Source: an optimization exercise on an open RTL-to-GDS flow (aim: small area, a short achievable clock period and few clock cycles per item). Production flows keep margins and buffers that such runs may drop. At most, simulation tests tie the RTL to the original design; equivalence was not proved. For runs 1 and 3 to 6, only the layout was checked, not whether the RTL still works. Power is estimated from default activity; no workload was simulated.

`flow/run.sh`:
```
#!/bin/bash
# synth_recipe.tcl (not shown) runs the flow's synth.tcl, then flattens the netlist and writes it again
# the make line also repeats each setting of config.mk as NAME=value (left out here)
make -C /OpenROAD-flow-scripts/flow DESIGN_CONFIG=/design/flow/config.mk WORK_HOME=/design/flow/orfs CLKGATE_MAP_FILE= SYNTH_SCRIPT=/design/flow/synth_recipe.tcl finish
```
`flow/config.mk`:
```
export PLATFORM = sky130hd
export DESIGN_NAME = compact_number_encoder
export DESIGN_NICKNAME = compact_number_encoder
export VERILOG_FILES = /design/flow/design.v
export SDC_FILE = /design/flow/constraint.sdc
export NUM_CORES = 4
export LEC_CHECK = 0
export CAP_MARGIN = 20
export CORE_MARGIN = 2
export CORE_UTILIZATION = 40
export SLEW_MARGIN = 20
```
`flow/design.v`:
```
package cne_pkg;
    localparam int NUM_TAGS = 6;
    localparam int MAX_BYTES = 9;
    localparam logic [2:0] REG_TAG_ZERO     = 3'd0;
    localparam logic [2:0] REG_TAG_ONE      = 3'd1;
    localparam logic [2:0] REG_TAG_INTEGER  = 3'd2;
    localparam logic [2:0] REG_TAG_HALF     = 3'd3;
    localparam logic [2:0] REG_TAG_SINGLE   = 3'd4;
    localparam logic [2:0] REG_TAG_DOUBLE   = 3'd5;
    typedef struct packed {
        logic [7:0] zero;
        logic [7:0] one;
        logic [7:0] integ;
        logic [7:0] half;
        logic [7:0] single;
        logic [7:0] dbl;
    } t_tags;
endpackage
module cne_front (
    input  logic                i_func,
    input  logic [31:0]         i_int_value,
    input  logic [63:0]         i_real_bits,
    input  logic                i_is_double,
    input  cne_pkg::t_tags      i_tags,
    output logic [7:0]          o_byte0,
    output logic [63:0]         o_pay,
    output logic [3:0]          o_rem,
    output logic                o_cy,
    output logic                o_inv
);
    logic        s;
    logic [10:0] e;
    logic [51:0] m;
    assign s = i_real_bits[63];
    assign e = i_real_bits[62:52];
    assign m = i_real_bits[51:0];
    logic        neg;
    logic [3:0]  lo4;
    logic        lt4, lt12, lt20, lt28;
    logic [2:0]  n0;
    assign neg = i_int_value[31];
    assign lo4 = (i_int_value[3:0] ^ {4{neg}}) + {3'd0, neg};
    assign lt4  = neg ? (&i_int_value[31:4]  & |i_int_value[3:0])  : ~|i_int_value[31:4];
    assign lt12 = neg ? (&i_int_value[31:12] & |i_int_value[11:0]) : ~|i_int_value[31:12];
    assign lt20 = neg ? (&i_int_value[31:20] & |i_int_value[19:0]) : ~|i_int_value[31:20];
    assign lt28 = neg ? (&i_int_value[31:28] & |i_int_value[27:0]) : ~|i_int_value[31:28];
    assign n0 = lt4 ? 3'd0 : lt12 ? 3'd1 : lt20 ? 3'd2 : lt28 ? 3'd3 : 3'd4;
    logic [51:0] mk_int, mk_half, mk_sub, mk_st;
    logic [61:0] ones;
    assign ones = '1;
    assign mk_int  = e[10] ? 52'(ones[50:0] >> e[4:0]) : '1;
    assign mk_half = e[10] ? 52'(ones[49:0] >> e[4:0]) : {~e[0], 51'h7ffffffffffff};
    assign mk_sub  = e[5] ? 52'(ones[61:0] >> e[4:0]) : 52'h0003fffffff;
    assign mk_st   = e[5] ? 52'(ones[60:0] >> e[4:0]) : 52'h0001fffffff;
    logic fz_int, fz_half, fz_sub, st_sub;
    assign fz_int  = ~|(m & mk_int);
    assign fz_half = ~|(m & mk_half);
    assign fz_sub  = ~|(m & mk_sub);
    assign st_sub  = |(m & mk_st);
    logic        int_mode;
    logic [5:0]  amt;
    logic [32:0] y;
    assign int_mode = (e >= 11'd1022);
    assign amt = (int_mode ? 6'd30 : 6'd9) - e[5:0];
    assign y = {1'b1, m[51:20]} >> amt;
    logic        e_max, nrm, ovf, sub;
    logic [30:0] f_pre;
    logic        rup, exact;
    assign e_max = &e;
    assign nrm = (e >= 11'd897) && (e <= 11'd1150);
    assign ovf = (e >= 11'd1151) && !e_max;
    assign sub = (e >= 11'd872) && (e <= 11'd896);
    always_comb begin
        f_pre = 31'd0;
        rup = 1'b0;
        exact = 1'b0;
        if (e_max) begin
            f_pre = {8'hff, |m, m[50:29]};
            exact = ~|m;
        end else if (nrm) begin
            f_pre = {~e[7], e[6:0], m[51:29]};
            rup = m[28] & ((|m[27:0]) | m[29]);
            exact = ~|m[28:0];
        end else if (ovf) begin
            f_pre = {8'hff, 23'd0};
        end else if (sub) begin
            f_pre = {8'd0, y[23:1]};
            rup = y[0] & (st_sub | y[1]);
            exact = fz_sub && (e >= 11'd874);
        end
    end
    logic        w8, zero, one, int_f, half_f;
    logic [31:0] mag;
    logic [2:0]  nh;
    assign w8 = i_is_double & ~exact;
    assign zero = ~|i_real_bits[62:0];
    assign one = (i_real_bits == 64'h3ff0000000000000);
    assign int_f = (e >= 11'd1023) && (e <= 11'd1053) && fz_int
                   && ((e <= 11'd1042) || w8);
    assign half_f = (e >= 11'd1022) && (e <= 11'd1052) && !(fz_int && e[10:0] != 11'd1022) && fz_half
                    && ((e <= 11'd1041) || w8);
    assign mag = half_f ? y[31:0] : y[32:1];
    always_comb begin
        logic [10:0] et;
        et = half_f ? e + 11'd1 : e;
        nh = (et < 11'd1027) ? 3'd0 : (et < 11'd1035) ? 3'd1 : (et < 11'd1043) ? 3'd2
           : (et < 11'd1051) ? 3'd3 : 3'd4;
    end
    always_comb begin
        o_pay = i_real_bits;
        o_cy = 1'b0;
        o_inv = 1'b0;
        if (!i_func) begin
            o_byte0 = {~neg, n0, lo4};
            o_pay[31:0] = {{4{neg}}, i_int_value[31:4]};
            o_rem = {1'b0, n0};
            o_cy = neg & ~|i_int_value[3:0];
            o_inv = neg;
        end else if (zero) begin
            o_byte0 = i_tags.zero;
            o_rem = 4'd0;
        end else if (one) begin
            o_byte0 = i_tags.one;
            o_rem = 4'd0;
        end else if (int_f || half_f) begin
            o_byte0 = half_f ? i_tags.half : i_tags.integ;
            o_pay[39:0] = {4'd0, mag[31:4], ~s, nh, mag[3:0]};
            o_rem = {1'b0, nh} + 4'd1;
        end else if (!w8) begin
            o_byte0 = i_tags.single;
            o_pay[31:0] = {s, f_pre};
            o_rem = 4'd4;
            o_cy = rup;
        end else begin
            o_byte0 = i_tags.dbl;
            o_rem = 4'd8;
        end
    end
endmodule
module cne_back (
    input  logic           i_clk,
    input  logic           i_rst_n,
    input  logic           i_acc,
    input  logic [7:0]     i_byte0,
    input  logic [63:0]    i_pay,
    input  logic [3:0]     i_rem,
    input  logic           i_cy,
    input  logic           i_inv,
    output logic           o_busy,
    output logic           o_strobe,
    output logic [7:0]     o_out_byte,
    output logic           o_last_byte
);
    logic [63:0] r_sh;
    logic [3:0]  r_rem;
    logic        r_cy;
    logic        r_inv;
    logic [7:0]  x;
    assign o_busy = (r_rem != 4'd0);
    assign x = r_sh[7:0] ^ {8{r_inv}};
    always_ff @(posedge i_clk) begin
        if (!i_rst_n) begin
            r_rem <= 4'd0;
            o_strobe <= 1'b0;
        end else if (i_acc) begin
            r_rem <= i_rem;
            o_strobe <= 1'b1;
        end else begin
            if (r_rem != 4'd0) r_rem <= r_rem - 4'd1;
            o_strobe <= (r_rem != 4'd0);
        end
    end
    always_ff @(posedge i_clk) begin
        if (i_acc) begin
            o_out_byte <= i_byte0;
            o_last_byte <= (i_rem == 4'd0);
            r_sh <= i_pay;
            r_cy <= i_cy;
            r_inv <= i_inv;
        end else begin
            o_out_byte <= x + {7'd0, r_cy};
            o_last_byte <= (r_rem == 4'd1);
            r_sh <= {r_sh[63:56], r_sh[63:8]};
            r_cy <= r_cy & (&x);
        end
    end
endmodule
module compact_number_encoder (
    input  logic                i_clk,
    input  logic                i_rst_n,
    input  logic                start,
    output logic                busy,
    input  logic                i_func,
    input  logic signed [31:0]  i_int_value,
    input  logic [63:0]         i_real_bits,
    input  logic                i_is_double,
    output logic                o_strobe,
    output logic [7:0]          o_out_byte,
    output logic                o_last_byte,
    input  logic                psel,
    input  logic                penable,
    input  logic                pwrite,
    input  logic [4:0]          paddr,
    input  logic [31:0]         pwdata,
    output logic [31:0]         prdata,
    output logic                pready
);
    cne_pkg::t_tags r_tags;
    logic [7:0]     byte0;
    logic [63:0]    pay;
    logic [3:0]     rem;
    logic           cy, inv;
    assign pready = 1'b1;
    always_ff @(posedge i_clk) begin
        if (!i_rst_n) begin
            r_tags <= {8'd0, 8'd1, 8'd2, 8'd3, 8'd4, 8'd5};
        end else if (psel && penable && pwrite) begin
            case (paddr[4:2])
                cne_pkg::REG_TAG_ZERO:    r_tags.zero   <= pwdata[7:0];
                cne_pkg::REG_TAG_ONE:     r_tags.one    <= pwdata[7:0];
                cne_pkg::REG_TAG_INTEGER: r_tags.integ  <= pwdata[7:0];
                cne_pkg::REG_TAG_HALF:    r_tags.half   <= pwdata[7:0];
                cne_pkg::REG_TAG_SINGLE:  r_tags.single <= pwdata[7:0];
                cne_pkg::REG_TAG_DOUBLE:  r_tags.dbl    <= pwdata[7:0];
                default: ;
            endcase
        end
    end
    always_comb begin
        case (paddr[4:2])
            cne_pkg::REG_TAG_ZERO:    prdata = {24'd0, r_tags.zero};
            cne_pkg::REG_TAG_ONE:     prdata = {24'd0, r_tags.one};
            cne_pkg::REG_TAG_INTEGER: prdata = {24'd0, r_tags.integ};
            cne_pkg::REG_TAG_HALF:    prdata = {24'd0, r_tags.half};
            cne_pkg::REG_TAG_SINGLE:  prdata = {24'd0, r_tags.single};
            cne_pkg::REG_TAG_DOUBLE:  prdata = {24'd0, r_tags.dbl};
            default:                  prdata = 32'd0;
        endcase
    end
    cne_front u_front (
        .i_func      (i_func),
        .i_int_value (i_int_value),
        .i_real_bits (i_real_bits),
        .i_is_double (i_is_double),
        .i_tags      (r_tags),
        .o_byte0     (byte0),
        .o_pay       (pay),
        .o_rem       (rem),
        .o_cy        (cy),
        .o_inv       (inv)
    );
    cne_back u_back (
        .i_clk       (i_clk),
        .i_rst_n     (i_rst_n),
        .i_acc       (start && !busy),
        .i_byte0     (byte0),
        .i_pay       (pay),
        .i_rem       (rem),
        .i_cy        (cy),
        .i_inv       (inv),
        .o_busy      (busy),
        .o_strobe    (o_strobe),
        .o_out_byte  (o_out_byte),
        .o_last_byte (o_last_byte)
    );
endmodule
```
`flow/constraint.sdc`:
```
create_clock -name core_clock -period 9.0 [get_ports {i_clk}]
set_input_delay 1.8000 -clock core_clock [delete_from_list [all_inputs] [get_ports {i_clk}]]
set_output_delay 1.8000 -clock core_clock [all_outputs]
set_load 0.01 [all_outputs]
```
==> results of run 1 <==
[final cells by class]
cell class / instances / share of cell area (%)
inverter: 40 / 1.10
clock buffer: 22 / 3.56
antenna: 1 / 0.0184
timing repair buffer: 172 / 11.9
sequential: 128 / 19.5
tap: 384 / 3.53
multi-input combinational: 1251 / 59.7
clock inverter: 10 / 0.716
[sequential cells by signal (all words and copies together), names as in the netlist]
signal	cells
u_back.o_strobe	1
u_back.r_inv	1
u_back.r_rem	4
u_back.r_cy	1
u_back.o_last_byte	1
r_tags	48
u_back.o_out_byte	8
u_back.r_sh	64
[report_power, final]
| group | switching (W) | total (W) | internal, W |
|---|---|---|---|
| Sequential | 0.0000830 | 0.000836 | 0.000753 |
| Combinational | 0.000657 | 0.00108 | 0.000422 |
| Clock | 0.000279 | 0.000692 | 0.000413 |
| Total | 0.00102 | 0.00261 | 0.00159 |
[final timing paths]
| path | startpoint | end | depth (start not counted) |
|---|---|---|---|
| hold / removal | u_back.r_sh[48]$_DFF_P_ | u_back.r_sh[40]$_DFF_P_ | 2 |
| setup reg to reg | u_back.r_rem[0]$_SDFFE_PN0P_ | u_back.r_sh[19]$_DFF_P_ | 7 |
| setup / recovery | i_real_bits[52] | u_back.r_sh[2]$_DFF_P_ | 17 |
| hold reg to reg | u_back.r_sh[48]$_DFF_P_ | u_back.r_sh[40]$_DFF_P_ | 2 |
[routing by layer]
metal / part of all wire [%] / wire length [µm]
met1: 42 / 20600
met3: 11 / 5460
met5: 0 / 0
met4: 3.8 / 1870
met2: 43 / 21000
[through the flow]
stage / power [W] / utilization (%) / worst slack (ns) / std cells
2_1_floorplan: 0.00151 / - / 2.86 / 1577
3_3_place_gp: 0.00190 / 45.8 / 1.44 / 1974
3_5_place_dp: 0.00190 / 45.8 / 1.48 / 1974
4_1_cts: 0.00260 / 47.8 / 1.91 / 2006
5_1_grt: 0.00275 / 47.9 / 1.54 / 2007
6_report: 0.00261 / 47.9 / 1.78 / 2008
[cell usage in the layout, fill, tap and decap left out, drive strengths merged, types with 10 or more instances in the layout]
cell type	Yosys	final
clkbuf	99	22
xor2	11	11
and3	17	17
mux2	10	10
or3	19	19
nand4	20	20
nand2	190	190
nor2	111	111
nand2b	19	19
mux2i	99	99
buf	59	39
a21oi	112	112
nand3	48	48
clkdlybuf4s50	0	133
o22ai	13	13
xnor2	14	14
a211oi	19	19
mux4	25	25
nor2b	52	52
a31oi	24	24
o21ai	138	138
nor3	48	48
dfxtp	119	119
o211ai	18	18
ha	18	18
a22oi	25	25
inv	39	43
a221oi	19	19
nor4	22	22
conb	2	25
[kinds of logic (layout without fill, tap and decap cells)]
group / Yosys count / count (layout)
AOI/OAI and AO/OA: 458 / 458
xor gates and xnor gates: 25 / 25
adders and majority gates: 19 / 19
buffers and inverters: 198 / 244
DFF: 128 / 128
muxes: 134 / 134
other: 2 / 26
and+or+nand+nor: 590 / 590
[worst max-delay path, cell delays in order]
cell and delay [ns]:
clkdlybuf4s50_1 0.90, inv_1 0.34, ha_1 0.31, or2_2 0.29, a41o_1 0.30, ha_1 0.82, clkinv_1 0.48, o21ai_0 0.43
nor2_1 0.07, a21oi_1 0.35, mux4_2 0.31, nand2b_1 0.18, o21ai_0 0.11, nand3_1 0.09, o221ai_1 0.13, a221oi_1 0.48
nor3_1 0.11
==> summary.md, run 1 <==
| Metric | Value |
|---|---|
| Grt peak-use layer | `met2` |
| Root Buffer | `clkbuf_16` |
| Worst Path Arrival | `7.53 ns` |
| Post-synth top area cell | `dfxtp_1` |
| DRC | `0` |
| PortBufs | `133` |
| Clock Sinks | `128` |
| GR Util met1 | `43.8%` |
| Remaining antenna violation count | `0` |
| First-pass GRT wire length | `73,000 µm` |
| Routed WL | `49,000 µm` |
| Postcts setup bufs | `0` |
| Initial antenna violation count | `1` |
| Post-synth ARST share | `0%` |
| Drt first pass iters | `6` |
| Post-CTS Resized | `0` |
| Ys Warns | `3` |
| XOR/XNOR share of the synthesized area | `1.90%` |
| Vias in the first global route | `11,800` |
| Multiplexer area fraction after synthesis | `14.5%` |
| Cell row count | `62` |
| Final setup violation count | `0` |
| Nets | `1,770` |
| Inserted Clock Buffers | `17` |
| Fin area | `13,600 µm²` |
| Met2 usage | `47.4%` |
| Via Count | `12,700` |
| Setup TNS | `0 ns` |
| Starting Density | `40.4%` |
| Most frequent cell after synthesis | `nand2_1` |
| Status | `finished clean` |
| Die X | `174 µm` |
| HPWL Detailed | `35,100 µm` |
| Register bit total from synthesis | `128` |
| Post-synth EDFFs | `9` |
| Post-synthesis cell count | `1,554` |
| Slew @ Worst Pin | `1.10 ns` |
| Crit Path Class | `in2reg` |
| Largest net degree at the start of global routing | `52` |
| Filler cells | `2,895` |
| Initial DRC count | `1,528` |
| Max Cap Viol | `0` |
| Register area | `2650 µm²` |
| Ranking of synthesized cells by area | `dfxtp_1 (21%), mux2i_1 (8.6%), nand2_1 (6.2%)` |
| Tightest Hold Check Type | `reg2reg` |
| Compound-cell area share of the yosys netlist | `25.4%` |
| DP Area | `13,000 µm²` |
| Worst setup EP type | `flip-flop` |
| Gr ovfl total | `0` |
| Layout area overhead | `18.5%` |
| Worst-Skew Late Latency | `0.44 ns` |
| Primary FF master, synth | `dfxtp_1` |
| Core outline area | `28,500 µm²` |
| Placer congestion estimate | `0.992` |
| Syn Std Cell Area | `11,500 µm²` |
| CTS max path bufs | `2` |
| Leak Pwr | `5.07 nW` |
| Wire per inst | `24.4 µm` |
| Req. time, crit path | `9.31 ns` |
| Io pins | `185` |
| Largest fanout on the critical path | `17` |
| Die ar. | `30,100 µm²` |
| Seq/Total Area, Yosys | `23.1%` |
| Drt via density | `6.33` |
| Area of the multi-input gates | `8130 µm²` |
| Main combinational cell family by area after synthesis | `compound AO/OA/AOI/OAI gates` |
| R2R setup slack | `5.79 ns` |
| Synth Area in Adders | `2.13%` |
| Gr usage total | `31.6%` |
| Syn avg cell area | `7.40 µm²` |
| Met3 usage | `6.97%` |
| Synth Area in Simple Gates | `25.3%` |
| Maximum vdd drop | `0.106 mV` |
| Chip height | `174 µm` |
| Worst hold slack | `0.419 ns` |
| RSZ-0062 raised after global routing | `false` |
| CTS Hold Buffers Added | `0` |
| Crit path time final | `7.22 ns` |
| Final period util | `80.3%` |
| Hold Fails Final Rpt | `0` |
| # H-tree levels | `4` |
| CTS tree | `built` |
| Startpoint class of the critical path | `primary input` |
| Cell variety after synth | `85` |
| Slew headroom | `26.0%` |
| Top cell type's share of synthesized area | `20.7%` |
| Pwr/cell area | `191 nW/µm²` |
| Worst-path clk slew | `0.06 ns` |
| Most frequent cells after synthesis | `nand2_1 (189), o21ai_0 (137), dfxtp_1 (119), a21oi_1 (112), nor2_1 (111)` |
| Clock skew | `0.00958 ns` |
| Slew Viols, Final | `0` |
| Layout cell share with drive strength beyond 1 | `8.56%` |
| FMAX | `138 MHz` |
==> inputs of run 2 (changes only) <==
--- a/flow/design.v
+++ b/flow/design.v
@@ -46,22 +46,24 @@
     assign lt28 = neg ? (&i_int_value[31:28] & |i_int_value[27:0]) : ~|i_int_value[31:28];
     assign n0 = lt4 ? 3'd0 : lt12 ? 3'd1 : lt20 ? 3'd2 : lt28 ? 3'd3 : 3'd4;
-    logic [51:0] mk_int, mk_half, mk_sub, mk_st;
-    logic [61:0] ones;
-    assign ones = '1;
-    assign mk_int  = e[10] ? 52'(ones[50:0] >> e[4:0]) : '1;
-    assign mk_half = e[10] ? 52'(ones[49:0] >> e[4:0]) : {~e[0], 51'h7ffffffffffff};
-    assign mk_sub  = e[5] ? 52'(ones[61:0] >> e[4:0]) : 52'h0003fffffff;
-    assign mk_st   = e[5] ? 52'(ones[60:0] >> e[4:0]) : 52'h0001fffffff;
-    logic fz_int, fz_half, fz_sub, st_sub;
-    assign fz_int  = ~|(m & mk_int);
-    assign fz_half = ~|(m & mk_half);
-    assign fz_sub  = ~|(m & mk_sub);
-    assign st_sub  = |(m & mk_st);
     logic        int_mode;
     logic [5:0]  amt;
     logic [32:0] y;
+    logic        st;
     assign int_mode = (e >= 11'd1022);
     assign amt = (int_mode ? 6'd30 : 6'd9) - e[5:0];
-    assign y = {1'b1, m[51:20]} >> amt;
+    always_comb begin
+        logic [32:0] x;
+        logic        t;
+        x = {1'b1, m[51:20]};
+        t = |m[19:0];
+        if (amt[5]) begin t = t | (|x[31:0]); x = {32'd0, x[32]}; end
+        if (amt[4]) begin t = t | (|x[15:0]); x = {16'd0, x[32:16]}; end
+        if (amt[3]) begin t = t | (|x[7:0]);  x = {8'd0, x[32:8]}; end
+        if (amt[2]) begin t = t | (|x[3:0]);  x = {4'd0, x[32:4]}; end
+        if (amt[1]) begin t = t | (|x[1:0]);  x = {2'd0, x[32:2]}; end
+        if (amt[0]) begin t = t | x[0];       x = {1'd0, x[32:1]}; end
+        y = x;
+        st = t;
+    end
     logic        e_max, nrm, ovf, sub;
     logic [30:0] f_pre;
@@ -86,25 +88,23 @@
         end else if (sub) begin
             f_pre = {8'd0, y[23:1]};
-            rup = y[0] & (st_sub | y[1]);
-            exact = fz_sub && (e >= 11'd874);
+            rup = y[0] & (st | y[1]);
+            exact = ~y[0] & ~st;
         end
     end
     logic        w8, zero, one, int_f, half_f;
     logic [31:0] mag;
+    logic [5:0]  p;
     logic [2:0]  nh;
     assign w8 = i_is_double & ~exact;
     assign zero = ~|i_real_bits[62:0];
     assign one = (i_real_bits == 64'h3ff0000000000000);
-    assign int_f = (e >= 11'd1023) && (e <= 11'd1053) && fz_int
+    assign int_f = (e >= 11'd1023) && (e <= 11'd1053) && !y[0] && !st
                    && ((e <= 11'd1042) || w8);
-    assign half_f = (e >= 11'd1022) && (e <= 11'd1052) && !(fz_int && e[10:0] != 11'd1022) && fz_half
+    assign half_f = (e >= 11'd1022) && (e <= 11'd1052) && y[0] && !st
                     && ((e <= 11'd1041) || w8);
-    assign mag = half_f ? y[31:0] : y[32:1];
-    always_comb begin
-        logic [10:0] et;
-        et = half_f ? e + 11'd1 : e;
-        nh = (et < 11'd1027) ? 3'd0 : (et < 11'd1035) ? 3'd1 : (et < 11'd1043) ? 3'd2
-           : (et < 11'd1051) ? 3'd3 : 3'd4;
-    end
+    assign mag = y[0] ? y[31:0] : y[32:1];
+    assign p = e[5:0] + 6'd1 + {5'd0, y[0]};
+    assign nh = (p < 6'd4) ? 3'd0 : (p < 6'd12) ? 3'd1 : (p < 6'd20) ? 3'd2
+              : (p < 6'd28) ? 3'd3 : 3'd4;
     always_comb begin
         o_pay = i_real_bits;
@@ -124,5 +124,5 @@
             o_rem = 4'd0;
         end else if (int_f || half_f) begin
-            o_byte0 = half_f ? i_tags.half : i_tags.integ;
+            o_byte0 = y[0] ? i_tags.half : i_tags.integ;
             o_pay[39:0] = {4'd0, mag[31:4], ~s, nh, mag[3:0]};
             o_rem = {1'b0, nh} + 4'd1;
==> run 2 against run 1 <==
  * Largest cell class unchanged
  * Sequential cell count unchanged
  * Die area shrank 10%
  * Still clean on timing, DRC and antenna
  * Critical path depth is 3 higher
  * Worst hold slack barely moved
  * Non-clock buffer count increased by 1
  * First-iteration DRC count down 5.7%
  * Clock power up 0.9%
  * Sequential share of layout area grew 1.9 points
  * Critical path type unchanged
  * Cell area is 8.9% lower
  * Largest power group unchanged
  * Routed wire length decreased by 20%
  * Combinational power decreased by 5%
==> summary.md, run 2 <==
| Metric | Value |
|---|---|
| Status | `finished clean` |
| CTS max path bufs | `2` |
| Root Buffer | `clkbuf_16` |
| Post-synth top area cell | `dfxtp_1` |
| Die ar. | `27,000 µm²` |
| Ys Warns | `3` |
| Worst Path Arrival | `8.57 ns` |
| Commonest cells after routing, fill and taps aside | `nand2_1 (181), mux2i_1 (151), clkdlybuf4s50_1 (133)` |
| Final period util | `91.1%` |
| Nets | `1,573` |
| Starting Density | `40.8%` |
| Inserted Clock Buffers | `17` |
| RSZ-0062 raised after global routing | `false` |
| Remaining antenna violation count | `0` |
| Max Cap Viol | `0` |
| Ranking of synthesized cells by area | `dfxtp_1 (23%), mux2i_1 (15%), nand2_1 (6.6%)` |
| Clock Sinks | `128` |
| Max incr delay on CP | `0.64 ns` |
| Cell variety after synth | `91` |
| Post-synth EDFFs | `9` |
| DRC | `0` |
| Post-synthesis cell count | `1,331` |
| Slew Viols, Final | `0` |
| Wire per inst | `22.2 µm` |
| Postcts setup bufs | `0` |
| Maximum vdd drop | `0.132 mV` |
| Vias in the first global route | `9,812` |
| Largest fanout on the critical path | `15` |
| Initial antenna violation count | `0` |
| Slew @ Worst Pin | `1.12 ns` |
| Cell row count | `58` |
| Antenna Cells | `0` |
| Syn Std Cell Area | `10,300 µm²` |
| Crit path setup slack, layout | `0.801 ns` |
| Biggest register | `u_back.r_sh` |
| Layout cell share with drive strength beyond 1 | `8.17%` |
| HPWL Detailed | `29,300 µm` |
| First-pass GRT wire length | `58,500 µm` |
| Biggest regs | `u_back.r_sh (64), r_tags (48), u_back.o_out_byte (8)` |
| Worst setup EP type | `flip-flop` |
| Drt first pass iters | `5` |
| Clock skew | `0.00986 ns` |
| Post-synth ARST share | `0%` |
| Most frequent cells after synthesis | `nand2_1 (181), mux2i_1 (151), dfxtp_1 (119), o21ai_0 (92), a21oi_1 (76)` |
| Worst-path cell chain | `clkdlybuf4s50_1 -> nand4_1 -> nor2_1 -> a21oi_1 -> inv_1 -> ha_1 -> fa_1 -> nand2b_1 -> or4_1 -> a21boi_1 -> o21bai_1 -> a211oi_2 -> o211ai_1 -> o41a_1 -> or4_4 -> o31a_1 -> nand2_1 -> o21ai_0 -> a221oi_1 -> a211o_1` |
| Slew headroom | `24.3%` |
| Io pins | `185` |
| Crit Path Class | `in2reg` |
| CTS tree | `built` |
| PortBufs | `133` |
| Top cell type's share of synthesized area | `23.2%` |
| Cell family with most CP delay | `compound AO/OA/AOI/OAI gates` |
| Seq/Total Area, Yosys | `25.8%` |
| Most frequent cell after synthesis | `nand2_1` |
| Worst-Skew Late Latency | `0.43 ns` |
| Startpoint class of the critical path | `primary input` |
| Placer congestion estimate | `0.943` |
| Drt via density | `6.18` |
| Most common cell after layout, fill and taps aside | `nand2_1` |
| Worst-path clk slew | `0.06 ns` |
| Routed WL | `39,100 µm` |
| Tightest Hold Check Type | `reg2reg` |
| DP Worst Slack | `0.567 ns` |
| Max reg flops | `64` |
| Syn avg cell area | `7.73 µm²` |
| Chip height | `164 µm` |
| Critical-path top delay cell | `a221oi_1` |
| Largest net degree at the start of global routing | `96` |
| Final setup violation count | `0` |
| FMAX | `122 MHz` |
| Setup TNS | `0 ns` |
| Worst path buffer plus inverter count | `2` |
| Register bit total from synthesis | `128` |
| DP Area | `11,800 µm²` |
| Req. time, crit path | `9.37 ns` |
| Initial DRC count | `1,441` |
| Fin area | `12,400 µm²` |
| CTS Hold Buffers Added | `0` |
| Gr usage total | `28.4%` |
| Via Count | `10,900` |
| Crit path time final | `8.20 ns` |
| Worst hold slack | `0.419 ns` |
| Layout area overhead | `20.7%` |
| Hold Fails Final Rpt | `0` |
| Die X | `164 µm` |
| Gr ovfl total | `0` |
| # H-tree levels | `4` |
| Core outline area | `25,200 µm²` |
| Primary FF master, synth | `dfxtp_1` |
| Post-CTS Resized | `0` |
| Leak Pwr | `4.78 nW` |
| Pwr/cell area | `206 nW/µm²` |
run 2: worst min-delay path: cells and delay by family, from the launching register on:
family	cells	cell delay (ns)
flip-flops	1	0.30
AND/OR/NAND/NOR	2	0.09
run 2: logic make-up (layout without fill, tap and decap cells):
| group | Yosys count | count (layout) | synth area share, % |
|---|---|---|---|
| and+or+nand+nor | 490 | 490 | 23.6 |
| AOI/OAI and AO/OA | 360 | 360 | 23.4 |
| muxes | 172 | 172 | 17.2 |
| buffers and inverters | 144 | 222 | 6.52 |
| DFF | 128 | 128 | 25.8 |
| xor gates and xnor gates | 23 | 23 | 1.96 |
| adders and majority gates | 12 | 12 | 1.53 |
| other | 2 | 25 | 0.0730 |
run 2: power by group:
group	switching (W)	leakage [nW]	internal (W)	total (W)
logic	0.000617	3.43	0.000417	0.00103
clock network	0.000290	0.288	0.000408	0.000698
registers	0.0000782	1.07	0.000750	0.000828
run 2: path summary, 6_finish.rpt:
path | startpoint | end | slack (ns) | depth (start not counted)
setup / recovery | i_real_bits[54] | u_back.r_sh[24]$_DFF_P_ | 0.80 | 20
hold / removal | u_back.r_sh[46]$_DFF_P_ | u_back.r_sh[38]$_DFF_P_ | 0.42 | 2
setup reg to reg | u_back.r_rem[0]$_SDFFE_PN0P_ | u_back.r_sh[23]$_DFF_P_ | 6.44 | 8
hold reg to reg | u_back.r_sh[46]$_DFF_P_ | u_back.r_sh[38]$_DFF_P_ | 0.42 | 2
run 2: cell type report:
| type | count | area, µm² |
|---|---|---|
| fill | 2467 | 12800 |
| multi-input combinational | 1082 | 7070 |
| sequential | 128 | 2650 |
| timing repair buffer | 173 | 1630 |
| clock buffer | 19 | 464 |
| tap | 330 | 413 |
| clock inverter | 12 | 121 |
| inverter | 18 | 67.6 |
run 2: through the flow:
stage,power [W],utilization [%],cells
finish,0.00256,49.3,1762
global route,0.00268,49.3,1762
CTS,0.00255,49.3,1762
detailed placement,0.00185,47.0,1731
global placement,0.00184,47.0,1731
floorplan,0.00148,-,1354
run 2: metal layers:
metal	part of all wire, %	track usage [%]
met3	9.3	4.29
met1	46	41.8
met5	0	0
met2	43	42.8
met4	2.3	8.01
Testbench counts of run 2, summed over its fixed seeds: cycles 14,725, items 3,200.
==> inputs of run 3 (changes only) <==
--- a/flow/design.v
+++ b/flow/design.v
@@ -26,4 +26,5 @@
     output logic [63:0]         o_pay,
     output logic [3:0]          o_rem,
+    output logic                o_last0,
     output logic                o_cy,
     output logic                o_inv
@@ -46,24 +47,24 @@
     assign lt28 = neg ? (&i_int_value[31:28] & |i_int_value[27:0]) : ~|i_int_value[31:28];
     assign n0 = lt4 ? 3'd0 : lt12 ? 3'd1 : lt20 ? 3'd2 : lt28 ? 3'd3 : 3'd4;
-    logic        int_mode;
-    logic [5:0]  amt;
-    logic [32:0] y;
-    logic        st;
-    assign int_mode = (e >= 11'd1022);
-    assign amt = (int_mode ? 6'd30 : 6'd9) - e[5:0];
-    always_comb begin
-        logic [32:0] x;
-        logic        t;
-        x = {1'b1, m[51:20]};
-        t = |m[19:0];
-        if (amt[5]) begin t = t | (|x[31:0]); x = {32'd0, x[32]}; end
-        if (amt[4]) begin t = t | (|x[15:0]); x = {16'd0, x[32:16]}; end
-        if (amt[3]) begin t = t | (|x[7:0]);  x = {8'd0, x[32:8]}; end
-        if (amt[2]) begin t = t | (|x[3:0]);  x = {4'd0, x[32:4]}; end
-        if (amt[1]) begin t = t | (|x[1:0]);  x = {2'd0, x[32:2]}; end
-        if (amt[0]) begin t = t | x[0];       x = {1'd0, x[32:1]}; end
-        y = x;
-        st = t;
-    end
+    logic [5:0]  e6;
+    logic [32:0] w;
+    logic [63:0] rot;
+    logic [32:0] yi;
+    logic [23:0] ys;
+    assign e6 = e[5:0];
+    assign w = {1'b1, m[51:20]};
+    assign rot = ({31'd0, w} << e6) | ({31'd0, w} >> (7'd64 - {1'b0, e6}));
+    assign yi = rot[62:30];
+    assign ys = rot[32:9];
+    logic [32:0] mki, mks;
+    logic        sti, sts;
+    always_comb begin
+        for (int k = 0; k < 33; k++) begin
+            mki[k] = e6[5] ? ((k < 31) || (k == 31 && !e6[0])) : ((k < 30) && (e6 < 6'(30 - k)));
+            mks[k] = (e6 == 6'd0) ? (k < 9) : ((k < 10) || (e6 < 6'(73 - k)));
+        end
+    end
+    assign sti = (|m[19:0]) | (|(w & mki));
+    assign sts = (|m[19:0]) | (|(w & mks));
     logic        e_max, nrm, ovf, sub;
     logic [30:0] f_pre;
@@ -87,24 +88,30 @@
             f_pre = {8'hff, 23'd0};
         end else if (sub) begin
-            f_pre = {8'd0, y[23:1]};
-            rup = y[0] & (st | y[1]);
-            exact = ~y[0] & ~st;
+            f_pre = {8'd0, ys[23:1]};
+            rup = ys[0] & (sts | ys[1]);
+            exact = ~ys[0] & ~sts;
         end
     end
     logic        w8, zero, one, int_f, half_f;
     logic [31:0] mag;
-    logic [5:0]  p;
-    logic [2:0]  nh;
+    logic [2:0]  nhi, nhh;
     assign w8 = i_is_double & ~exact;
     assign zero = ~|i_real_bits[62:0];
     assign one = (i_real_bits == 64'h3ff0000000000000);
-    assign int_f = (e >= 11'd1023) && (e <= 11'd1053) && !y[0] && !st
+    assign int_f = (e >= 11'd1023) && (e <= 11'd1053) && !yi[0] && !sti
                    && ((e <= 11'd1042) || w8);
-    assign half_f = (e >= 11'd1022) && (e <= 11'd1052) && y[0] && !st
+    assign half_f = (e >= 11'd1022) && (e <= 11'd1052) && yi[0] && !sti
                     && ((e <= 11'd1041) || w8);
-    assign mag = y[0] ? y[31:0] : y[32:1];
-    assign p = e[5:0] + 6'd1 + {5'd0, y[0]};
-    assign nh = (p < 6'd4) ? 3'd0 : (p < 6'd12) ? 3'd1 : (p < 6'd20) ? 3'd2
-              : (p < 6'd28) ? 3'd3 : 3'd4;
+    assign mag = half_f ? yi[31:0] : yi[32:1];
+    assign nhi = (e < 11'd1027) ? 3'd0 : (e < 11'd1035) ? 3'd1 : (e < 11'd1043) ? 3'd2
+               : (e < 11'd1051) ? 3'd3 : 3'd4;
+    assign nhh = (e < 11'd1026) ? 3'd0 : (e < 11'd1034) ? 3'd1 : (e < 11'd1042) ? 3'd2
+               : (e < 11'd1050) ? 3'd3 : 3'd4;
+    logic [3:0] ri, rh;
+    assign ri = (e < 11'd1027) ? 4'd1 : (e < 11'd1035) ? 4'd2 : (e < 11'd1043) ? 4'd3
+              : (e < 11'd1051) ? 4'd4 : 4'd5;
+    assign rh = (e < 11'd1026) ? 4'd1 : (e < 11'd1034) ? 4'd2 : (e < 11'd1042) ? 4'd3
+              : (e < 11'd1050) ? 4'd4 : 4'd5;
+    assign o_last0 = i_func ? (zero | one) : lt4;
     always_comb begin
         o_pay = i_real_bits;
@@ -124,7 +131,7 @@
             o_rem = 4'd0;
         end else if (int_f || half_f) begin
-            o_byte0 = y[0] ? i_tags.half : i_tags.integ;
-            o_pay[39:0] = {4'd0, mag[31:4], ~s, nh, mag[3:0]};
-            o_rem = {1'b0, nh} + 4'd1;
+            o_byte0 = half_f ? i_tags.half : i_tags.integ;
+            o_pay[39:0] = {4'd0, mag[31:4], ~s, half_f ? nhh : nhi, mag[3:0]};
+            o_rem = half_f ? rh : ri;
         end else if (!w8) begin
             o_byte0 = i_tags.single;
@@ -145,4 +152,5 @@
     input  logic [63:0]    i_pay,
     input  logic [3:0]     i_rem,
+    input  logic           i_last0,
     input  logic           i_cy,
     input  logic           i_inv,
@@ -174,5 +182,5 @@
         if (i_acc) begin
             o_out_byte <= i_byte0;
-            o_last_byte <= (i_rem == 4'd0);
+            o_last_byte <= i_last0;
             r_sh <= i_pay;
             r_cy <= i_cy;
@@ -210,5 +218,5 @@
     logic [63:0]    pay;
     logic [3:0]     rem;
-    logic           cy, inv;
+    logic           cy, inv, last0;
     assign pready = 1'b1;
     always_ff @(posedge i_clk) begin
@@ -247,4 +255,5 @@
         .o_pay       (pay),
         .o_rem       (rem),
+        .o_last0     (last0),
         .o_cy        (cy),
         .o_inv       (inv)
@@ -257,4 +266,5 @@
         .i_pay       (pay),
         .i_rem       (rem),
+        .i_last0     (last0),
         .i_cy        (cy),
         .i_inv       (inv),
--- a/flow/config.mk
+++ b/flow/config.mk
@@ -9,3 +9,4 @@
 export CORE_MARGIN = 2
 export CORE_UTILIZATION = 40
+export SETUP_SLACK_MARGIN = 3
 export SLEW_MARGIN = 20
==> run 3 against run 2 <==
  * Still clean on timing, DRC and antenna
  * Combinational power increased by 8%
  * Maximum frequency rose by 38%
  * First-iteration DRC count is 20% higher
  * Via count rose by 29%
  * Largest power group unchanged
  * Highest routed layer is now met5
==> summary.md, run 3 <==
| Metric | Value |
|---|---|
| Status | `finished clean` |
| DRC | `0` |
| Antenna Cells | `0` |
| Most frequent cell after synthesis | `nand2_1` |
| Inserted Clock Buffers | `17` |
| Core outline area | `31,500 µm²` |
| DP Worst Slack | `2.32 ns` |
| Top cell type's share of synthesized area | `18.6%` |
| CTS max path bufs | `2` |
| Starting Density | `40.6%` |
| Startpoint class of the critical path | `primary input` |
| Non-Filler Instances | `2,075` |
| Largest fanout on the critical path | `14` |
| Crit path time final | `5.95 ns` |
| Drt first pass iters | `6` |
| Wire per inst | `27.6 µm` |
| Post-synth ARST share | `0%` |
| Gr ovfl total | `0` |
| Req. time, crit path | `9.22 ns` |
| Biggest register | `u_back.r_sh` |
| Utilization after layout | `47.1%` |
| Multiplexer area fraction after synthesis | `22.3%` |
| Compound-cell area share of the yosys netlist | `25.0%` |
| Biggest regs | `u_back.r_sh (64), r_tags (48), u_back.o_out_byte (8)` |
| Primary FF master, synth | `dfxtp_1` |
| Commonest cells after routing, fill and taps aside | `nand2_1 (190), mux2i_1 (125), clkdlybuf4s50_1 (124)` |
| Post-synthesis cell count | `1,621` |
| DP Area | `14,100 µm²` |
| Slew headroom | `30.6%` |
| Cell row count | `65` |
| R2r startpoint | `u_back.r_rem[0]$_SDFFE_PN0P_` |
| Filler cells | `3,147` |
| Register bit total from synthesis | `128` |
| Final period util | `66.2%` |
| Crit path setup slack, layout | `3.05 ns` |
| Cell Int Power | `0.00160 W` |
| Drt via density | `6.76` |
| Worst-Skew Late Latency | `0.43 ns` |
| Syn Std Cell Area | `12,800 µm²` |
| Slew Viols, Final | `0` |
| Die X | `183 µm` |
| Layout area overhead | `15.9%` |
| Crit Path Class | `in2reg` |
| Nets | `1,813` |
| Ys Warns | `3` |
| Tightest Hold Check Type | `reg2reg` |
| Gr usage total | `34.0%` |
| Critical-path top delay cell | `clkdlybuf4s50_1` |
| RSZ-0062 raised after global routing | `true` |
| Reg power frac | `31.4%` |
| # H-tree levels | `4` |
| Worst Setup SP | `i_real_bits[42]` |
| Hold Fails Final Rpt | `0` |
| Synth Area in Simple Gates | `21.6%` |
| Worst setup EP type | `flip-flop` |
| Clk network pwr share | `26.2%` |
| Io pins | `185` |
| Clock Sinks | `128` |
| Remaining antenna violation count | `0` |
| Syn avg cell area | `7.88 µm²` |
| Vias in the first global route | `13,300` |
| Worst path buffer plus inverter count | `1` |
| Main combinational cell family by area after synthesis | `compound AO/OA/AOI/OAI gates` |
| Layout cell share with drive strength beyond 1 | `12.4%` |
| Post-synth EDFFs | `9` |
| Hold_sp | `u_back.r_sh[50]$_DFF_P_` |
| Postcts setup bufs | `0` |
| Fin area | `14,800 µm²` |
| CTS tree | `built` |
| XOR/XNOR share of the synthesized area | `1.51%` |
| Worst-path clk slew | `0.06 ns` |
| Most common cell after layout, fill and taps aside | `nand2_1` |
| Max Cap Viol | `0` |
| Chip height | `183 µm` |
| Combinational share of power | `42.4%` |
| First-pass GRT wire length | `85,200 µm` |
| Cell family with most CP delay | `simple AND/OR/NAND/NOR gates` |
| Setup TNS | `0 ns` |
| Ranking of synthesized cells by area | `dfxtp_1 (19%), mux2i_1 (9.8%), mux4_2 (9.0%)` |
| Routed WL | `57,300 µm` |
| Cell variety after synth | `92` |
| Placed insts | `2,044` |
| Post-synth top area cell | `dfxtp_1` |
| Net switching power | `0.00103 W` |
| Largest net degree at the start of global routing | `92` |
| Worst-path cell chain | `clkdlybuf4s50_1 -> nor4_1 -> o22ai_1 -> a2111oi_2 -> nand3_1 -> or4b_1 -> a21oi_4 -> mux2i_1 -> o21ai_1` |
| Worst Path Arrival | `6.17 ns` |
| Die ar. | `33,400 µm²` |
| Max reg flops | `64` |
| Via Count | `14,000` |
| Leak Pwr | `5.40 nW` |
| HPWL Detailed | `41,400 µm` |
| Switch share | `39.0%` |
| Placer congestion estimate | `1.10` |
| FMAX | `168 MHz` |
| Max incr delay on CP | `0.95 ns` |
| Pwr/cell area | `177 nW/µm²` |
| PortBufs | `133` |
| Final setup violation count | `0` |
| Initial antenna violation count | `1` |
| Maximum vdd drop | `0.118 mV` |
| Synth Area in Adders | `1.08%` |
| Most frequent cells after synthesis | `nand2_1 (190), mux2i_1 (125), nor2_1 (122), dfxtp_1 (119), a21oi_1 (97)` |
| Seq/Total Area, Yosys | `20.8%` |
| Root Buffer | `clkbuf_16` |
| Slew @ Worst Pin | `1.04 ns` |
| Initial DRC count | `1,727` |
| Clock skew | `0.0197 ns` |
-- run 3: cell count changes in the layout (fill, tap and decap cells not counted), moves of 9 or more --
| cell | change |
|---|---|
| a21oi_1 | +21 |
| clkdlybuf4s50_1 | -9 |
| inv_1 | +14 |
| mux2_2 | +22 |
| mux2i_1 | -26 |
| mux4_2 | +49 |
| nand2_1 | +9 |
| nor2_1 | +47 |
| nor3b_1 | -11 |
| o211ai_1 | -16 |
| o221ai_1 | +9 |
| o22ai_1 | +22 |
| o2bb2ai_1 | +9 |
-- run 3: cell families (layout without fill, tap and decap cells) --
kind of cell	after synthesis	in the layout
adders and majority gates	11	11
muxes	216	216
xor gates and xnor gates	22	22
and+or+nand+nor	564	564
AOI/OAI and AO/OA	466	466
buffers and inverters	212	241
DFF	128	128
other	2	25
-- run 3: path summary, 6_finish.rpt --
path	endpoint	slack [ns]	cells past startpoint
min reg2reg	u_back.r_sh[42]$_DFF_P_	0.42	2
min	u_back.r_sh[42]$_DFF_P_	0.42	2
max	u_back.r_sh[34]$_DFF_P_	3.05	9
max reg2reg	u_back.r_sh[5]$_DFF_P_	6.12	8
-- run 3: stage by stage --
| step | total power (W) | hold WS (ns) |
|---|---|---|
| floorplan | 0.00150 | 0.400 |
| global placement | 0.00191 | 0.411 |
| detailed placement | 0.00192 | 0.407 |
| CTS | 0.00260 | 0.422 |
| global route | 0.00276 | 0.441 |
| finish | 0.00263 | 0.422 |
-- run 3: layout make-up --
cell class / count / area [µm²] / share of cell area [%]
tap: 402 / 503 / 3.40
timing repair buffer: 174 / 1620 / 10.9
multi-input combinational: 1304 / 9310 / 62.8
clock buffer: 22 / 495 / 3.35
sequential: 128 / 2650 / 17.9
clock inverter: 9 / 95.1 / 0.642
inverter: 36 / 138 / 0.929
-- run 3: worst min-delay path: stages, from the launching register on --
cell	delay (ns)
dfxtp_1	0.30
nand2_1	0.04
nand2_1	0.05
-- run 3: what timing repair did --
action | CTS | global route
gates resized for setup | 6 | 17
endpoints found under the setup margin | 20 | 39
hold buffers | 0 | 0
-- run 3: layer usage --
metal | share of wire [%] | up-vias | track usage [%]
met5 | 0.021 | - | 0
met4 | 5.0 | 2 | 16.1
met3 | 10 | 171 | 7.37
met2 | 44 | 925 | 53.5
met1 | 40 | 6768 | 44.5
li1 | - | 6171 | -
-- run 3: power by group through the flow --
stage,logic (W),registers (W),clock network [W]
final,0.00111,0.000825,0.000689
after detailed placement,0.00108,0.000835,0
after floorplan,0.000687,0.000816,0
after global routing,0.00120,0.000841,0.000722
after global placement,0.00108,0.000832,0
after CTS,0.00108,0.000824,0.000694
==> inputs of run 4 (changes only) <==
--- a/flow/config.mk
+++ b/flow/config.mk
@@ -9,4 +9,4 @@
 export CORE_MARGIN = 2
 export CORE_UTILIZATION = 40
-export SETUP_SLACK_MARGIN = 3
+export SETUP_SLACK_MARGIN = 5
 export SLEW_MARGIN = 20
==> run 4 against run 3 <==
  * Still clean
  * Sequential share of layout area decreased by 4.3 points
  * Synthesized area unchanged
  * Cell area increased by 32%
  * Maximum frequency increased by 28%
  * Count of clock-buffer cells in the layout decreased by 3
  * Combinational power increased by 25%
  * Clock power decreased by 4.1%
  * Sequential power decreased by 0.5%
  * Critical path depth decreased by 1
  * Worst hold slack got worse by 0.0096 ns
  * First-iteration DRC count increased by 38%
  * Largest cell class unchanged
==> summary.md, run 4 <==
| Metric | Value |
|---|---|
| Post-synth ARST share | `0%` |
| Met2 usage | `55.3%` |
| Via Count | `16,000` |
| Crit path time final | `4.65 ns` |
| Layout area overhead | `53.0%` |
| Startpoint class of the critical path | `primary input` |
| Most common cell after layout, fill and taps aside | `nand2_1` |
| Primary FF master, synth | `dfxtp_1` |
| Grt peak-use layer | `met2` |
| Nets | `2,063` |
| Pwr/cell area | `147 nW/µm²` |
| Syn Std Cell Area | `12,800 µm²` |
| Seq/Total Area, Yosys | `20.8%` |
| Core outline area | `31,500 µm²` |
| Layout cell share with drive strength beyond 1 | `38.2%` |
| Final setup violation count | `0` |
| Fin area | `19,600 µm²` |
| Inserted Clock Buffers | `17` |
| Gr usage total | `37.5%` |
| R2R setup slack | `6.16 ns` |
| Biggest regs | `u_back.r_sh (64), r_tags (48), u_back.o_out_byte (8)` |
| Root Buffer | `clkbuf_16` |
| Hold Fails Final Rpt | `0` |
| FMAX | `215 MHz` |
| Die ar. | `33,400 µm²` |
| Post-synthesis cell count | `1,621` |
| Worst-Skew Late Latency | `0.44 ns` |
| HPWL Detailed | `41,100 µm` |
| Io pins | `185` |
| Utilization after layout | `62.1%` |
| Most frequent cells after synthesis | `nand2_1 (190), mux2i_1 (125), nor2_1 (122), dfxtp_1 (119), a21oi_1 (97)` |
| # H-tree levels | `4` |
| Final period util | `51.6%` |
| Wire per inst | `28.6 µm` |
| Worst Path Arrival | `2.85 ns` |
| CTS tree | `built` |
| Initial antenna violation count | `0` |
| Status | `finished clean` |
| Compound-cell area share of the yosys netlist | `25.0%` |
| Worst flop-to-flop path endpoint | `u_back.o_out_byte[7]$_DFF_P_` |
| Biggest register | `u_back.r_sh` |
| Commonest cells after routing, fill and taps aside | `nand2_1 (183), buf_4 (170), dfxtp_1 (119)` |
| Slew headroom | `36.6%` |
| Most frequent cell after synthesis | `nand2_1` |
| Largest fanout on the critical path | `5` |
| GR Util met1 | `50.4%` |
| Placed insts | `2,043` |
| DP Area | `14,400 µm²` |
| RSZ-0062 raised after global routing | `true` |
| DRC | `0` |
| Max Cap Viol | `0` |
| Ranking of synthesized cells by area | `dfxtp_1 (19%), mux2i_1 (9.8%), mux4_2 (9.0%)` |
| Post-synth EDFFs | `9` |
| Synth Area in Simple Gates | `21.6%` |
| Area of the multi-input gates | `11,100 µm²` |
| Ys Warns | `3` |
| Clock Sinks | `128` |
| Chip height | `183 µm` |
| Drt via density | `6.86` |
| Hold path depth | `2` |
| Largest net degree at the start of global routing | `92` |
| Routed WL | `66,600 µm` |
| Slew @ Worst Pin | `0.952 ns` |
| XOR/XNOR share of the synthesized area | `1.51%` |
| Synth Area in Adders | `1.08%` |
| Req. time, crit path | `7.20 ns` |
| Worst setup EP type | `primary output` |
| Max reg flops | `64` |
| Setup TNS | `0 ns` |
| Placer congestion estimate | `1.06` |
| R2R cell count | `9` |
| First-pass GRT wire length | `93,900 µm` |
| Hold path endpoint | `u_back.r_sh[45]$_DFF_P_` |
| Gr ovfl total | `0` |
| Filler cells | `2,606` |
| Register bit total from synthesis | `128` |
| Worst Setup SP | `paddr[3]` |
| Main combinational cell family by area after synthesis | `compound AO/OA/AOI/OAI gates` |
| Leak Pwr | `7.48 nW` |
| Starting Density | `40.6%` |
| Cell row count | `65` |
| Top cell type's share of synthesized area | `18.6%` |
| Syn avg cell area | `7.88 µm²` |
| Met3 usage | `9.17%` |
| Post-synth top area cell | `dfxtp_1` |
| Register area | `2650 µm²` |
| Initial DRC count | `2,377` |
| Tightest Hold Check Type | `reg2reg` |
| Non-Filler Instances | `2,327` |
| Hold_sp | `u_back.r_sh[53]$_DFF_P_` |
| Clock skew | `0.0110 ns` |
| Vias in the first global route | `14,600` |
| Worst-path clk slew | `0.06 ns` |
| CTS max path bufs | `2` |
| Maximum vdd drop | `0.149 mV` |
| Die X | `183 µm` |
| R2r startpoint | `u_back.r_rem[0]$_SDFFE_PN0P_` |
| Cell variety after synth | `92` |
| Remaining antenna violation count | `0` |
| Multiplexer area fraction after synthesis | `22.3%` |
| PortBufs | `133` |
| Crit Path Class | `in2out` |
| Drt first pass iters | `8` |
| Overall power | `0.00287 W` |
| Slew Viols, Final | `0` |
| CTS Hold Buffers Added | `0` |
[run 4: cell counts after synthesis]
No cell type changed its count.
[run 4: area by class of cell]
type / count / share of cell area [%]
multi-input combinational: 1307 / 56.6
timing repair buffer: 420 / 23.4
sequential: 128 / 13.6
tap: 402 / 2.57
clock buffer: 19 / 2.32
inverter: 36 / 0.979
clock inverter: 13 / 0.506
timing repair inverter: 1 / 0.0448
antenna: 1 / 0.0128
[run 4: routing by layer]
metal  part of all wire (%)  wire, µm
met3                     13      8690
met4                    7.1      4750
met5                      0         0
met2                     41     27500
met1                     39     25700
[run 4: worst max path at each step]
stage,depth (start not counted),endpoint
after floorplan,18,u_back.r_sh[25]$_DFF_P_
after CTS,5,prdata[4]
after global routing,8,prdata[6]
after global placement,12,u_back.o_out_byte[1]$_DFF_P_
final,8,prdata[5]
after detailed placement,12,u_back.r_sh[10]$_DFF_P_
[run 4: worst max-delay path: stages]
cell and delay [ns]:
buf_8 0.10, buf_12 0.12, nor2b_4 0.14, buf_12 0.13, buf_16 0.13, a21oi_1 0.17, o22ai_2 0.11, buf_2 0.15
[run 4: through the flow]
step / worst slack (ns) / hold WS [ns]
global route: 4.31 / 0.444
CTS: 4.34 / 0.418
global placement: 2.34 / 0.413
detailed placement: 2.32 / 0.410
finish: 4.35 / 0.413
floorplan: 4.28 / 0.400
[run 4: timing repair]
item                       4_1_cts  5_1_grt
cloned                          16        5
resized for setup              634      162
hold endpoints to repair         0        0
setup endpoints to repair       62       61
pin swaps                      122       88
setup buffers                  161       69
[run 4: logic make-up after synthesis]
family | count (synthesis)
adders and majority gates | 11
xor gates and xnor gates | 22
DFF | 128
AOI/OAI and AO/OA | 466
muxes | 216
and+or+nand+nor | 564
buffers and inverters | 212
other | 2
[run 4: power breakdown]
| part | internal, W | switching (W) |
|---|---|---|
| clock | 0.000371 | 0.000291 |
| combinational | 0.000601 | 0.000785 |
| sequential | 0.000747 | 0.0000740 |
==> inputs of run 5 (changes only) <==
--- a/flow/design.v
+++ b/flow/design.v
@@ -18,8 +18,10 @@
 endpackage
 module cne_front (
-    input  logic                i_func,
-    input  logic [31:0]         i_int_value,
-    input  logic [63:0]         i_real_bits,
-    input  logic                i_is_double,
+    input  logic                i_clk,
+    input  logic                i_acc,
+    input  logic                i_func_in,
+    input  logic [31:0]         i_int_value_in,
+    input  logic [63:0]         i_real_bits_in,
+    input  logic                i_is_double_in,
     input  cne_pkg::t_tags      i_tags,
     output logic [7:0]          o_byte0,
@@ -30,4 +32,19 @@
     output logic                o_inv
 );
+    logic        i_func;
+    logic [31:0] i_int_value;
+    logic [63:0] i_real_bits;
+    logic        i_is_double;
+    logic [63:0] r_bits;
+    always_ff @(posedge i_clk) begin
+        if (i_acc) begin
+            i_func <= i_func_in;
+            i_is_double <= i_is_double_in;
+            r_bits <= {i_real_bits_in[63:32],
+                       i_func_in ? i_real_bits_in[31:0] : i_int_value_in};
+        end
+    end
+    assign i_real_bits = r_bits;
+    assign i_int_value = r_bits[31:0];
     logic        s;
     logic [10:0] e;
@@ -155,5 +172,5 @@
     input  logic           i_cy,
     input  logic           i_inv,
-    output logic           o_busy,
+    output logic           o_free,
     output logic           o_strobe,
     output logic [7:0]     o_out_byte,
@@ -165,5 +182,5 @@
     logic        r_inv;
     logic [7:0]  x;
-    assign o_busy = (r_rem != 4'd0);
+    assign o_free = (r_rem == 4'd0);
     assign x = r_sh[7:0] ^ {8{r_inv}};
     always_ff @(posedge i_clk) begin
@@ -246,9 +263,20 @@
         endcase
     end
+    logic           acc, v1, ld, free;
+    assign busy = v1 && !free;
+    assign acc = start && !busy;
+    assign ld = v1 && free;
+    always_ff @(posedge i_clk) begin
+        if (!i_rst_n) v1 <= 1'b0;
+        else if (acc) v1 <= 1'b1;
+        else if (ld) v1 <= 1'b0;
+    end
     cne_front u_front (
-        .i_func      (i_func),
-        .i_int_value (i_int_value),
-        .i_real_bits (i_real_bits),
-        .i_is_double (i_is_double),
+        .i_clk          (i_clk),
+        .i_acc          (acc),
+        .i_func_in      (i_func),
+        .i_int_value_in (i_int_value),
+        .i_real_bits_in (i_real_bits),
+        .i_is_double_in (i_is_double),
         .i_tags      (r_tags),
         .o_byte0     (byte0),
@@ -262,5 +290,5 @@
         .i_clk       (i_clk),
         .i_rst_n     (i_rst_n),
-        .i_acc       (start && !busy),
+        .i_acc       (ld),
         .i_byte0     (byte0),
         .i_pay       (pay),
@@ -269,5 +297,5 @@
         .i_cy        (cy),
         .i_inv       (inv),
-        .o_busy      (busy),
+        .o_free      (free),
         .o_strobe    (o_strobe),
         .o_out_byte  (o_out_byte),
--- a/flow/config.mk
+++ b/flow/config.mk
@@ -9,4 +9,3 @@
 export CORE_MARGIN = 2
 export CORE_UTILIZATION = 40
-export SETUP_SLACK_MARGIN = 5
 export SLEW_MARGIN = 20
==> run 5 against run 4 <==
  * Die area rose by 15%
  * Sequential cell count increased by 67
  * Routed wire length fell by 11%
  * Still clean on timing, DRC and antenna
  * Maximum frequency is 23% lower
  * Clock skew is 0.0079 ns higher
  * Critical path type unchanged
==> summary.md, run 5 <==
| Metric | Value |
|---|---|
| Drt first pass iters | `7` |
| Register bit total from synthesis | `195` |
| Hold Fails Final Rpt | `0` |
| Max Cap Viol | `0` |
| Initial antenna violation count | `0` |
| Clock skew | `0.0189 ns` |
| Syn avg cell area | `8.69 µm²` |
| Layout cell share with drive strength beyond 1 | `11.6%` |
| Req. time, crit path | `7.20 ns` |
| Non-Filler Instances | `2,217` |
| Slew Viols, Final | `0` |
| Die ar. | `38,600 µm²` |
| Register area | `4650 µm²` |
| Final period util | `67.4%` |
| Primary FF master, synth | `dfxtp_1` |
| Nets | `1,888` |
| Status | `finished clean` |
| Met2 usage | `45.7%` |
| Remaining antenna violation count | `0` |
| Tightest Hold Check Type | `reg2reg` |
| Crit path time final | `6.06 ns` |
| Gr usage total | `30.4%` |
| Starting Density | `40.5%` |
| Cell row count | `70` |
| Wire per inst | `26.8 µm` |
| Drt via density | `6.52` |
| Slew headroom | `22.1%` |
| Slew @ Worst Pin | `1.16 ns` |
| Met3 usage | `4.71%` |
| Ys Warns | `3` |
| Cell variety after synth | `93` |
| FMAX | `165 MHz` |
| Chip height | `196 µm` |
| PortBufs | `133` |
| Worst Path Arrival | `4.26 ns` |
| Largest net degree at the start of global routing | `67` |
| Post-synth EDFFs | `75` |
| Post-synth ARST share | `0%` |
| Initial DRC count | `1,858` |
| Worst setup EP type | `primary output` |
| Critical-path top delay cell | `clkdlybuf4s50_1` |
| Vias in the first global route | `13,500` |
| Post-CTS Resized | `0` |
| RSZ-0062 raised after global routing | `false` |
| CTS tree | `built` |
| Via Count | `14,500` |
| Die X | `196 µm` |
| Root Buffer | `clkbuf_16` |
| Area of the multi-input gates | `9260 µm²` |
| Routed WL | `59,400 µm` |
| Inserted Clock Buffers | `17` |
| First-pass GRT wire length | `88,000 µm` |
| Most common cell after layout, fill and taps aside | `nand2_1` |
| Leak Pwr | `6.10 nW` |
| Antenna Cells | `0` |
| Post-synthesis cell count | `1,703` |
| Post-synth top area cell | `dfxtp_1` |
| Most frequent cell after synthesis | `nand2_1` |
| Placer congestion estimate | `1.06` |
| Worst-path clk slew | `0.09 ns` |
| Grt peak-use layer | `met2` |
| CTS Hold Buffers Added | `0` |
| Maximum vdd drop | `0.150 mV` |
| Io pins | `185` |
| Core outline area | `36,500 µm²` |
| CTS max path bufs | `2` |
| Cell family with most CP delay | `buffers and inverters` |
| Max incr delay on CP | `0.79 ns` |
| Largest fanout on the critical path | `16` |
| Final setup violation count | `0` |
| Crit Path Class | `in2out` |
| # H-tree levels | `4` |
| Startpoint class of the critical path | `primary input` |
| Gr ovfl total | `0` |
| Placed insts | `2,184` |
| Clock Sinks | `195` |
| HPWL Detailed | `41,000 µm` |
| Postcts setup bufs | `0` |
| Most frequent cells after synthesis | `nand2_1 (207), mux2i_1 (136), dfxtp_1 (120), clkbuf_1 (108), nor2_1 (104)` |
| Most frequent CP cell | `clkdlybuf4s50_1` |
| Setup TNS | `0 ns` |
| Biggest regs | `u_back.r_sh (64), u_front.r_bits (64), r_tags (48)` |
| Syn Std Cell Area | `14,800 µm²` |
| Worst-path cell chain | `clkdlybuf4s50_1 -> nor2_1 -> a22oi_1 -> o22ai_1 -> clkdlybuf4s50_1` |
| Commonest cells after routing, fill and taps aside | `nand2_1 (207), mux2i_1 (136), clkdlybuf4s50_1 (133)` |
| Pwr/cell area | `223 nW/µm²` |
| GR Util met1 | `41.9%` |
| DRC | `0` |
| Ranking of synthesized cells by area | `dfxtp_1 (16%), edfxtp_1 (15%), mux2i_1 (9.2%)` |
| Worst path buffer plus inverter count | `2` |
| Seq/Total Area, Yosys | `31.4%` |
| Top cell type's share of synthesized area | `16.2%` |
| Filler cells | `3,558` |
| Layout area overhead | `14.2%` |
| Worst-Skew Late Latency | `0.48 ns` |
[run 5: worst paths after layout]
check | from | slack (ns) | cells after the start | endpoint
max | paddr[4] | 2.94 | 5 | prdata[5]
max reg2reg | u_front.r_bits[53]$_DFFE_PP_ | 3.03 | 16 | u_back.r_sh[25]$_DFF_P_
min reg2reg | u_back.r_sh[54]$_DFF_P_ | 0.42 | 2 | u_back.r_sh[46]$_DFF_P_
min | u_back.r_sh[54]$_DFF_P_ | 0.42 | 2 | u_back.r_sh[46]$_DFF_P_
[run 5: final cells by class]
cell class / count / share of cell area, %
repair buffers: 178 / 9.99
clock inverters: 12 / 0.755
well taps: 468 / 3.46
clock buffers: 20 / 2.89
flip-flops and latches: 195 / 27.5
inverters: 29 / 0.644
multi-input cells: 1315 / 54.7
[run 5: stage by stage]
step / setup slack [ns] / utilization, % / cell area, µm² / hold slack [ns] / total power (W)
after floorplan: 3.80 / - / 14900 / 0.400 / 0.00233
after global placement: 3.06 / 44.5 / 16300 / 0.410 / 0.00291
after detailed placement: 3.03 / 44.5 / 16300 / 0.415 / 0.00292
after CTS: 3.01 / 46.2 / 16900 / 0.428 / 0.00374
after global routing: 2.76 / 46.3 / 16900 / 0.445 / 0.00395
final: 2.94 / 46.3 / 16900 / 0.421 / 0.00377
[run 5: layer usage]
layer  vias up  part of all wire (%)
li1       6457                     -
met1      6931                    42
met2       892                    43
met3       180                   9.3
met4         0                   5.7
met5         -                     0
[run 5: worst reg2reg max path, stage by stage, from the launching register on]
cell,delay (ns)
edfxtp_1,0.33
buf_4,0.59
inv_1,0.47
buf_4,0.34
ha_1,0.31
buf_4,0.39
mux2i_1,0.39
mux4_2,0.36
a22oi_1,0.09
a31oi_1,0.33
nand2_1,0.15
o211ai_4,0.41
a311oi_4,0.15
buf_4,0.27
nor2_2,0.86
a21oi_1,0.15
o21ai_0,0.29
[run 5: logic make-up (layout without fill, tap and decap cells)]
logic type                 count (synthesis)  in the layout  share of synthesized area, %
other                                      2             25                        0.0507
AOI/OAI and AO/OA                        501            501                          23.3
buffers and inverters                    216            239                          6.81
xor gates and xnor gates                  21             21                          1.24
adders and majority gates                 11             11                         0.930
muxes                                    230            230                          19.2
DFF                                      195            195                          31.4
and+or+nand+nor                          527            527                          17.0
[run 5: where the power goes]
group          internal [W]  switching, W
Clock              0.000411      0.000404
Combinational      0.000624      0.000991
Sequential          0.00115      0.000196
==> inputs of run 6 (changes only) <==
--- a/flow/config.mk
+++ b/flow/config.mk
@@ -9,3 +9,4 @@
 export CORE_MARGIN = 2
 export CORE_UTILIZATION = 40
+export SETUP_SLACK_MARGIN = 5
 export SLEW_MARGIN = 20
==> run 6 against run 5 <==
  * Critical endpoint is now prdata[1]
  * Maximum frequency grew 32%
  * Core utilization grew 6.4 points
  * Highest routed layer unchanged
  * Sequential share of layout area shrank 3.4 points
  * Critical path type unchanged
==> summary.md, run 6 <==
| Metric | Value |
|---|---|
| Inserted Clock Buffers | `17` |
| Initial antenna violation count | `1` |
| Chip height | `196 µm` |
| Worst-Skew Late Latency | `0.48 ns` |
| Most frequent cell after synthesis | `nand2_1` |
| Overall power | `0.00413 W` |
| Leak Pwr | `7.17 nW` |
| Cell variety after synth | `93` |
| Gr ovfl total | `0` |
| # H-tree levels | `4` |
| Antenna Cells | `0` |
| DRC | `0` |
| Syn Std Cell Area | `14,800 µm²` |
| Startpoint class of the critical path | `primary input` |
| Placed insts | `2,186` |
| Commonest cells after routing, fill and taps aside | `nand2_1 (201), mux2i_1 (125), clkdlybuf4s50_1 (122)` |
| Slew Viols, Final | `0` |
| CTS tree | `built` |
| Syn avg cell area | `8.69 µm²` |
| Register bit total from synthesis | `195` |
| Ranking of synthesized cells by area | `dfxtp_1 (16%), edfxtp_1 (15%), mux2i_1 (9.2%)` |
| Filler cells | `3,379` |
| Post-synth ARST share | `0%` |
| Crit path time final | `4.61 ns` |
| Drt first pass iters | `9` |
| Crit Path Class | `in2out` |
| Starting Density | `40.5%` |
| Final period util | `51.2%` |
| Nets | `2,021` |
| Drt via density | `6.60` |
| Req. time, crit path | `7.20 ns` |
| Most common cell after layout, fill and taps aside | `nand2_1` |
| Largest net degree at the start of global routing | `67` |
| Primary FF master, synth | `dfxtp_1` |
| CTS max path bufs | `2` |
| Routed WL | `66,400 µm` |
| Worst-path clk slew | `0.08 ns` |
| Placer congestion estimate | `0.975` |
| Pwr/cell area | `215 nW/µm²` |
| RSZ-0062 raised after global routing | `true` |
| FMAX | `217 MHz` |
| Clock skew | `0.0182 ns` |
| Status | `finished clean` |
| Hold path depth | `2` |
| Hold Fails Final Rpt | `0` |
| PortBufs | `133` |
| Vias in the first global route | `14,400` |
| Io pins | `185` |
| Ys Warns | `3` |
| Biggest regs | `u_back.r_sh (64), u_front.r_bits (64), r_tags (48)` |
| Non-Filler Instances | `2,350` |
| Slew headroom | `21.7%` |
| Post-synth EDFFs | `75` |
| Wire per inst | `28.3 µm` |
| Setup TNS | `0 ns` |
| Maximum vdd drop | `0.203 mV` |
| Die ar. | `38,600 µm²` |
| Max Cap Viol | `0` |
| Remaining antenna violation count | `0` |
| Layout area overhead | `30.1%` |
| First-pass GRT wire length | `95,200 µm` |
| Layout cell share with drive strength beyond 1 | `23.5%` |
| R2R cell count | `11` |
| Utilization after layout | `52.7%` |
| Cell row count | `70` |
| Seq/Total Area, Yosys | `31.4%` |
| Final setup violation count | `0` |
| Post-synthesis cell count | `1,703` |
| Core outline area | `36,500 µm²` |
| Gr usage total | `33.4%` |
| Worst setup EP type | `primary output` |
## run 6: cells by family (layout without fill, tap and decap cells)
family | after synthesis | count (layout) | share of synthesized area (%)
AND/OR/NAND/NOR | 527 | 529 | 17.0
adder cells (fa/ha/maj) | 11 | 11 | 0.930
buffers and inverters | 216 | 366 | 6.81
multiplexers | 230 | 230 | 19.2
XOR/XNOR | 21 | 21 | 1.24
other | 2 | 25 | 0.0507
AO/OA/AOI/OAI | 501 | 505 | 23.3
flip-flops | 195 | 195 | 31.4
## run 6: final timing paths
check	slack [ns]	to	start
worst max-delay path	4.39	prdata[1]	paddr[2]
worst min-delay path	0.43	u_back.r_sh[43]$_DFF_P_	u_back.r_sh[51]$_DFF_P_
worst max register to register	4.94	u_back.r_sh[12]$_DFF_P_	u_front.r_bits[57]$_DFFE_PP_
worst min register to register	0.43	u_back.r_sh[43]$_DFF_P_	u_back.r_sh[51]$_DFF_P_
## run 6: metrics by stage
step | worst slack, ns | hold WS (ns)
CTS | 4.37 | 0.429
finish | 4.39 | 0.428
floorplan | 4.57 | 0.400
detailed placement | 2.98 | 0.414
global placement | 3.02 | 0.413
global route | 4.35 | 0.435
## run 6: layout make-up
type                            instances  area [µm²]  area share [%]
Clock buffer                           18         429            2.23
Clock inverter                         14         213            1.10
Inverter                               29         124           0.643
Multi-Input combinational cell       1321        9930            51.6
Sequential cell                       195        4650            24.2
Tap cell                              468         586            3.04
Timing Repair Buffer                  305        3320            17.2
## run 6: worst max-delay path, cell delays in order
cell,delay [ns]
buf_12,0.11
buf_12,0.13
buf_8,0.12
mux2i_1,0.14
nor2_1,0.05
a31oi_1,0.17
o221ai_2,0.12
buf_2,0.16
## run 6: where the power goes
| part | internal [W] | total [W] | leakage, nW | switching, W |
|---|---|---|---|---|
| logic | 0.000812 | 0.00194 | 5.14 | 0.00113 |
| clock network | 0.000453 | 0.000843 | 0.314 | 0.000391 |
| registers | 0.00115 | 0.00135 | 1.71 | 0.000205 |
| total | 0.00241 | 0.00413 | 7.17 | 0.00172 |
## run 6: repair_timing
item                                    4_1_cts  5_1_grt
setup buffers                                63       47
hold buffers                                  0        0
resized for setup                           148      102
endpoints found under the setup margin       64       60
pin swaps                                    25       51
cloned                                       14        7
endpoints found under the hold margin         0        0
## run 6: layer usage
layer | part of all wire, % | vias to the layer above | global-route usage [%]
met4 | 6.0 | 0 | 18.5
met2 | 44 | 1066 | 51.0
li1 | - | 6732 | -
met5 | 0 | - | 0
met3 | 11 | 231 | 7.70
met1 | 40 | 7473 | 43.8

Check on run 6: ideal ports give 4.394 ns setup slack; a clkbuf_16 on the clock port and buf_2 on the inputs give 4.333 ns; moving port delays by the midpoint clock arrival (0.526 ns) as well gives 4.333 ns.
